Context: an optimization exercise on an open-source flow, tuned for small area, a short achievable clock period and few clock cycles per item. The choices shown serve that exercise and are no tape-out recipe.
In this exercise RTL edits were held to simulation tests only and were not proved equivalent to the original.
No activity file was given, so power comes from the tool's default toggle rates.

== P ==
==> flow/design.v <==
package bcd_pkg;
  localparam int DEPTH_DEFAULT      = 64;
  localparam int DATA_WIDTH_DEFAULT = 32;
  localparam int OP_W    = 3;
  localparam int VALUE_W = 32;
  localparam int CAP_W   = 7;
  localparam int OCC_W   = 7;
  localparam int              CFG_DATA_W  = 32;
  localparam int              CFG_ADDR_W  = 2;
  localparam logic [CAP_W-1:0] CAP_RESET  = 7'd64;
  localparam logic [CFG_ADDR_W-1:0] REG_CAPACITY = '0;
  localparam logic [OP_W-1:0] OP_INS_FRONT = 3'd0;
  localparam logic [OP_W-1:0] OP_INS_REAR  = 3'd1;
  localparam logic [OP_W-1:0] OP_DEL_FRONT = 3'd2;
  localparam logic [OP_W-1:0] OP_DEL_REAR  = 3'd3;
  localparam logic [OP_W-1:0] OP_PEEK      = 3'd4;
  typedef struct packed {
    logic        [OP_W-1:0]    op;
    logic signed [VALUE_W-1:0] value;
  } bcd_in_t;
  typedef struct packed {
    logic                      ok;
    logic signed [VALUE_W-1:0] front_value;
    logic signed [VALUE_W-1:0] rear_value;
    logic                      is_empty;
    logic                      is_full;
    logic        [OCC_W-1:0]   occupancy;
  } bcd_out_t;
endpackage
module bounded_circular_deque_unit #(
  parameter int DEPTH      = bcd_pkg::DEPTH_DEFAULT,
  parameter int DATA_WIDTH = bcd_pkg::DATA_WIDTH_DEFAULT
) (
  input  logic                  clk,
  input  logic                  rst_n,
  input  logic                  in_valid,
  output logic                  in_stall,
  input  logic [34:0]           in_data,
  output logic                  out_valid,
  input  logic                  out_stall,
  output logic [73:0]           out_data,
  input  logic                  psel,
  input  logic                  penable,
  input  logic                  pwrite,
  input  logic [bcd_pkg::CFG_ADDR_W-1:0] paddr,
  input  logic [bcd_pkg::CFG_DATA_W-1:0] pwdata,
  output logic [bcd_pkg::CFG_DATA_W-1:0] prdata,
  output logic                  pready
);
  localparam int AW = 6;
  localparam int CW = 7;
  localparam int DW = 32;
  logic [6:0] capacity_r;
  logic [6:0] cap_eff;
  logic       cfg_wr;
  assign pready  = 1'b1;
  assign cfg_wr  = psel && penable && pwrite;
  assign prdata  = {25'd0, capacity_r};
  assign cap_eff = capacity_r[6] ? 7'd64 : capacity_r;
  always_ff @(posedge clk) begin
    if (!rst_n) begin
      capacity_r <= bcd_pkg::CAP_RESET;
    end else if (cfg_wr) begin
      capacity_r <= pwdata[6:0];
    end
  end
  logic          ir_v, ir2_v;
  logic [4:0]    ir_op, ir2_op, in_op;
  logic [DW-1:0] ir_val, ir2_val;
  logic          out_v;
  logic          go;
  assign go       = ir_v && (!out_v || !out_stall);
  always_comb begin
    in_op = '0;
    case (in_data[34:32])
      bcd_pkg::OP_INS_FRONT: in_op[0] = 1'b1;
      bcd_pkg::OP_INS_REAR:  in_op[1] = 1'b1;
      bcd_pkg::OP_DEL_FRONT: in_op[2] = 1'b1;
      bcd_pkg::OP_DEL_REAR:  in_op[3] = 1'b1;
      bcd_pkg::OP_PEEK:      in_op[4] = 1'b1;
      default:               in_op    = '0;
    endcase
  end
  assign in_stall = ir2_v;
  always_ff @(posedge clk) begin
    if (!rst_n) begin
      ir_v  <= 1'b0;
      ir2_v <= 1'b0;
    end else if (go || !ir_v) begin
      ir_v  <= ir2_v || in_valid;
      ir2_v <= 1'b0;
    end else if (!ir2_v) begin
      ir2_v <= in_valid;
    end
  end
  always_ff @(posedge clk) begin
    if (go || !ir_v) begin
      if (ir2_v) begin
        ir_op  <= ir2_op;
        ir_val <= ir2_val;
      end else begin
        ir_op  <= in_op;
        ir_val <= in_data[31:0];
      end
    end
    if (!ir2_v) begin
      ir2_op  <= in_op;
      ir2_val <= in_data[31:0];
    end
  end
  logic [AW-1:0] head_r, tail_r;
  logic [CW-1:0] count_r;
  logic          full_r, empty_r, one_r, ok_r;
  logic [DW-1:0] front_r, rear_r;
  logic op_if, op_ir, op_df, op_dr, op_pk;
  logic ins_ok, del_ok, ok;
  assign op_if = ir_op[0];
  assign op_ir = ir_op[1];
  assign op_df = ir_op[2];
  assign op_dr = ir_op[3];
  assign op_pk = ir_op[4];
  assign ins_ok = (op_if || op_ir) && !full_r;
  assign del_ok = (op_df || op_dr) && !empty_r;
  assign ok     = ins_ok || del_ok || op_pk;
  logic [DEPTH-1:0] head_oh, tail_oh;
  always_comb begin
    for (int i = 0; i < DEPTH; i++) begin
      head_oh[i] = (head_r == AW'(i));
      tail_oh[i] = (tail_r == AW'(i));
    end
  end
  logic hd_dn, hd_up, tl_up, tl_dn;
  assign hd_dn = go && op_if && !full_r;
  assign hd_up = go && op_df && !empty_r;
  assign tl_up = go && op_ir && !full_r;
  assign tl_dn = go && op_dr && !empty_r;
  logic [DW-1:0]    mem [DEPTH];
  logic [DEPTH-1:0] we, rsel_r, rsel_n;
  logic [DW-1:0]    rd;
  logic [4:0]       op_go, op_st;
  logic [AW-1:0]    ra_f_go, ra_r_go, ra_go, ra_st;
  logic [DEPTH-1:0] rsel_go, rsel_st;
  assign op_go   = ir2_v ? ir2_op : in_op;
  assign op_st   = ir_v ? ir_op : in_op;
  assign ra_f_go = (op_if && !full_r) ? head_r :
                   (op_df && !empty_r) ? head_r + AW'(2) : head_r + AW'(1);
  assign ra_r_go = (op_ir && !full_r) ? tail_r - AW'(1) :
                   (op_dr && !empty_r) ? tail_r - AW'(3) : tail_r - AW'(2);
  assign ra_go   = op_go[2] ? ra_f_go : ra_r_go;
  assign ra_st   = op_st[2] ? head_r + AW'(1) : tail_r - AW'(2);
  always_comb begin
    for (int i = 0; i < DEPTH; i++) begin
      we[i]      = !full_r && ((op_if && head_oh[(i + 1) % DEPTH]) ||
                               (op_ir && tail_oh[i]));
      rsel_go[i] = (op_go[2] || op_go[3]) && (ra_go == AW'(i));
      rsel_st[i] = (op_st[2] || op_st[3]) && (ra_st == AW'(i));
    end
  end
  assign rsel_n = go ? rsel_go : rsel_st;
  always_ff @(posedge clk) begin
    rsel_r <= rsel_n;
  end
  always_ff @(posedge clk) begin
    for (int i = 0; i < DEPTH; i++) begin
      if (we[i]) mem[i] <= ir_val;
    end
  end
  always_comb begin
    rd = '0;
    for (int i = 0; i < DEPTH; i++) begin
      rd = rd | (mem[i] & {DW{rsel_r[i]}});
    end
  end
  logic [CW-1:0] count_n;
  logic          empty_n, full_n;
  logic [DW-1:0] front_n, rear_n;
  always_comb begin
    count_n = count_r;
    if (ins_ok) count_n = count_r + 1'b1;
    else if (del_ok) count_n = count_r - 1'b1;
  end
  assign empty_n = (count_n == '0);
  assign full_n  = (count_n >= cap_eff);
  always_comb begin
    front_n = front_r;
    rear_n  = rear_r;
    if (ins_ok) begin
      if (op_if || empty_r) front_n = ir_val;
      if (op_ir || empty_r) rear_n  = ir_val;
    end else if (del_ok) begin
      if (one_r) begin
        front_n = '1;
        rear_n  = '1;
      end else begin
        if (op_df) front_n = rd;
        if (op_dr) rear_n  = rd;
      end
    end else if (empty_r) begin
      front_n = '1;
      rear_n  = '1;
    end
  end
  always_ff @(posedge clk) begin
    if (!rst_n) begin
      head_r  <= '0;
      tail_r  <= '0;
      count_r <= '0;
      full_r  <= 1'b0;
      empty_r <= 1'b1;
      one_r   <= 1'b0;
    end else if (go) begin
      one_r   <= (count_n == CW'(1));
      count_r <= count_n;
      full_r  <= full_n;
      empty_r <= empty_n;
      if (hd_dn) head_r <= head_r - 1'b1;
      if (hd_up) head_r <= head_r + 1'b1;
      if (tl_up) tail_r <= tail_r + 1'b1;
      if (tl_dn) tail_r <= tail_r - 1'b1;
    end else begin
      full_r <= (count_r >= cap_eff);
    end
  end
  always_ff @(posedge clk) begin
    if (go) begin
      ok_r    <= ok;
      front_r <= front_n;
      rear_r  <= rear_n;
    end
  end
  always_ff @(posedge clk) begin
    if (!rst_n) begin
      out_v <= 1'b0;
    end else if (!out_v || !out_stall) begin
      out_v <= go;
    end
  end
  assign out_valid = out_v;
  assign out_data  = {ok_r, front_r, rear_r, empty_r, full_r, count_r};
endmodule
export LEC_CHECK = 0
export CAP_MARGIN = 20
export CORE_MARGIN = 2
export CORE_UTILIZATION = 45
export CTS_CLUSTER_DIAMETER = 60
export CTS_CLUSTER_SIZE = 20
export SETUP_SLACK_MARGIN = 4.25
export SLEW_MARGIN = 20
export TNS_END_PERCENT = 100
create_clock -name core_clock -period 7.0 [get_ports {clk}]
standard.sh (not shown) runs the stock make flow with config.mk's settings and CLKGATE_MAP_FILE= SYNTH_SCRIPT=/design/flow/synth_recipe.tcl, a recipe that flattens the netlist after the stock synthesis.
==> flow/flow/run.sh <==
#!/bin/bash
# Standard ORFS layout with two changes: the port buffers are buf_4 cells
# instead of the delay cells buffer_ports picks by default, and repair may
# resize cells across footprints. Full tool output goes to flow_make.log here.
set -euo pipefail
bash standard.sh \
  "BUFFER_PORTS_ARGS=-buffer_cell sky130_fd_sc_hd__buf_4" \
  "MATCH_CELL_FOOTPRINT=0" \
  finish > flow_make.log 2>&1
P finished end to end and its layout was clean on timing, DRC and antenna.
Testbench counts of P, summed over its fixed seeds: cycles 12,016, items 12,000.
Relative to P, the following input files were edited for Q:
diff --git a/flow/config.mk b/flow/config.mk
--- a/flow/config.mk
+++ b/flow/config.mk
@@ -8,8 +8,8 @@
 export CAP_MARGIN = 20
 export CORE_MARGIN = 2
-export CORE_UTILIZATION = 45
+export CORE_UTILIZATION = 50
 export CTS_CLUSTER_DIAMETER = 60
 export CTS_CLUSTER_SIZE = 20
-export SETUP_SLACK_MARGIN = 4.25
+export SETUP_SLACK_MARGIN = 4.5
 export SLEW_MARGIN = 20
 export TNS_END_PERCENT = 100
Notes after the runs:
- Between Q and P, it is Q whose number of tap cells inserted is lower, by 275.
- As of Q, total area of multi-input combinational cells had risen by a few percent compared to P.
- Relative to P, timing-limited maximum frequency increased by about 4.4% in Q.
- Per the comparison of Q with P, power has increased, number of clock buffers in the layout has increased, multiplexer share of the synthesized area has remained practically unchanged, critical path depth in cells has decreased, count of vias placed by the detailed router has increased.
- Between P and Q, global-route track usage on met3 is lower for P, Q comes in above that.
Setup changes, Q to R
diff --git a/flow/config.mk b/flow/config.mk
--- a/flow/config.mk
+++ b/flow/config.mk
@@ -8,7 +8,7 @@
 export CAP_MARGIN = 20
 export CORE_MARGIN = 2
-export CORE_UTILIZATION = 50
-export CTS_CLUSTER_DIAMETER = 60
-export CTS_CLUSTER_SIZE = 20
+export CORE_UTILIZATION = 45
+export CTS_CLUSTER_DIAMETER = 70
+export CTS_CLUSTER_SIZE = 24
 export SETUP_SLACK_MARGIN = 4.5
 export SLEW_MARGIN = 20
--- outcome ---
As of R, overall power of the completed layout had fallen by a few percent compared to Q. On number of buffers outside the clock class in the layout: between R and Q, it ends up lower for R. Per the comparison of R with Q, final worst-path setup slack went down by 33 ps, final critical path time including I/O delays and setup went up by 33 ps, first-pass GRT wire length went down by about 1.2%, area overhead of the layout relative to synthesis went down by 0.35 points. Of R and Q, Q shows the lower slew at the pin closest to its max-slew limit, with R above it. Delta (R minus Q): top achievable clock speed -about 1.2%; share of async-settable or async-resettable flops after synthesis roughly the same.
The inputs of S differ from those of R as listed below.
diff --git a/flow/config.mk b/flow/config.mk
--- a/flow/config.mk
+++ b/flow/config.mk
@@ -9,6 +9,6 @@
 export CORE_MARGIN = 2
 export CORE_UTILIZATION = 45
-export CTS_CLUSTER_DIAMETER = 70
-export CTS_CLUSTER_SIZE = 24
+export CTS_CLUSTER_DIAMETER = 60
+export CTS_CLUSTER_SIZE = 20
 export SETUP_SLACK_MARGIN = 4.5
 export SLEW_MARGIN = 20
Notes after the runs:
S reached the final stage; the timing, design-rule and antenna checks on its layout passed. S -> R: placer congestion estimate delta 0, exact match. The design area was comparable across R and S. Relative contribution of combinational cells to total power delta (R -> S): insignificant. Changes observed in S relative to R: total chip power higher, total detailed-routing wirelength roughly the same, amount of wire on met3 after detailed routing +about 0.9%, power share of the clock group rose 0.9 points, final non-filler cell total saw little to no change. Non-clock buffer count: R and S compared, lower one is S. As far as area growth from synthesis to layout is concerned, S and R perform about the same.

port drivers added, routing unchanged:
Ports are ideal in the flow. The routed layouts listed here were re-timed in OpenROAD. Step 1 (the two cells are an assumption about what drives the block):
set clk [get_ports {clk}]
set_driving_cell -lib_cell sky130_fd_sc_hd__clkbuf_16 $clk
set_driving_cell -lib_cell sky130_fd_sc_hd__buf_2 [delete_from_list [all_inputs] $clk]
Step 2, shift: input delay + t, output delay - t, t = (earliest + latest rising clock arrival at the registers) / 2. This alone moves slack from input paths to output paths. a / b / c = ideal ports / drivers / drivers and shift; a / b = the first two.
| run | t (ns) | setup WS [ns] | worst setup path after step 2 |
|---|---|---|---|
| P | 0.938 | 4.103 / 4.070 / 3.452 | input to register |
| Q | 0.889 | 4.225 / 4.134 / 3.705 | input to register |
| R | 0.885 | 4.192 / 4.111 / 3.663 | input to register |
| S | 0.891 | 4.201 / 4.116 / 3.708 | input to register |
After both steps every run listed still meets setup and hold. For P, which loses most, drivers alone change the setup slack by -0.033 ns; drivers and shift together by -0.651 ns.
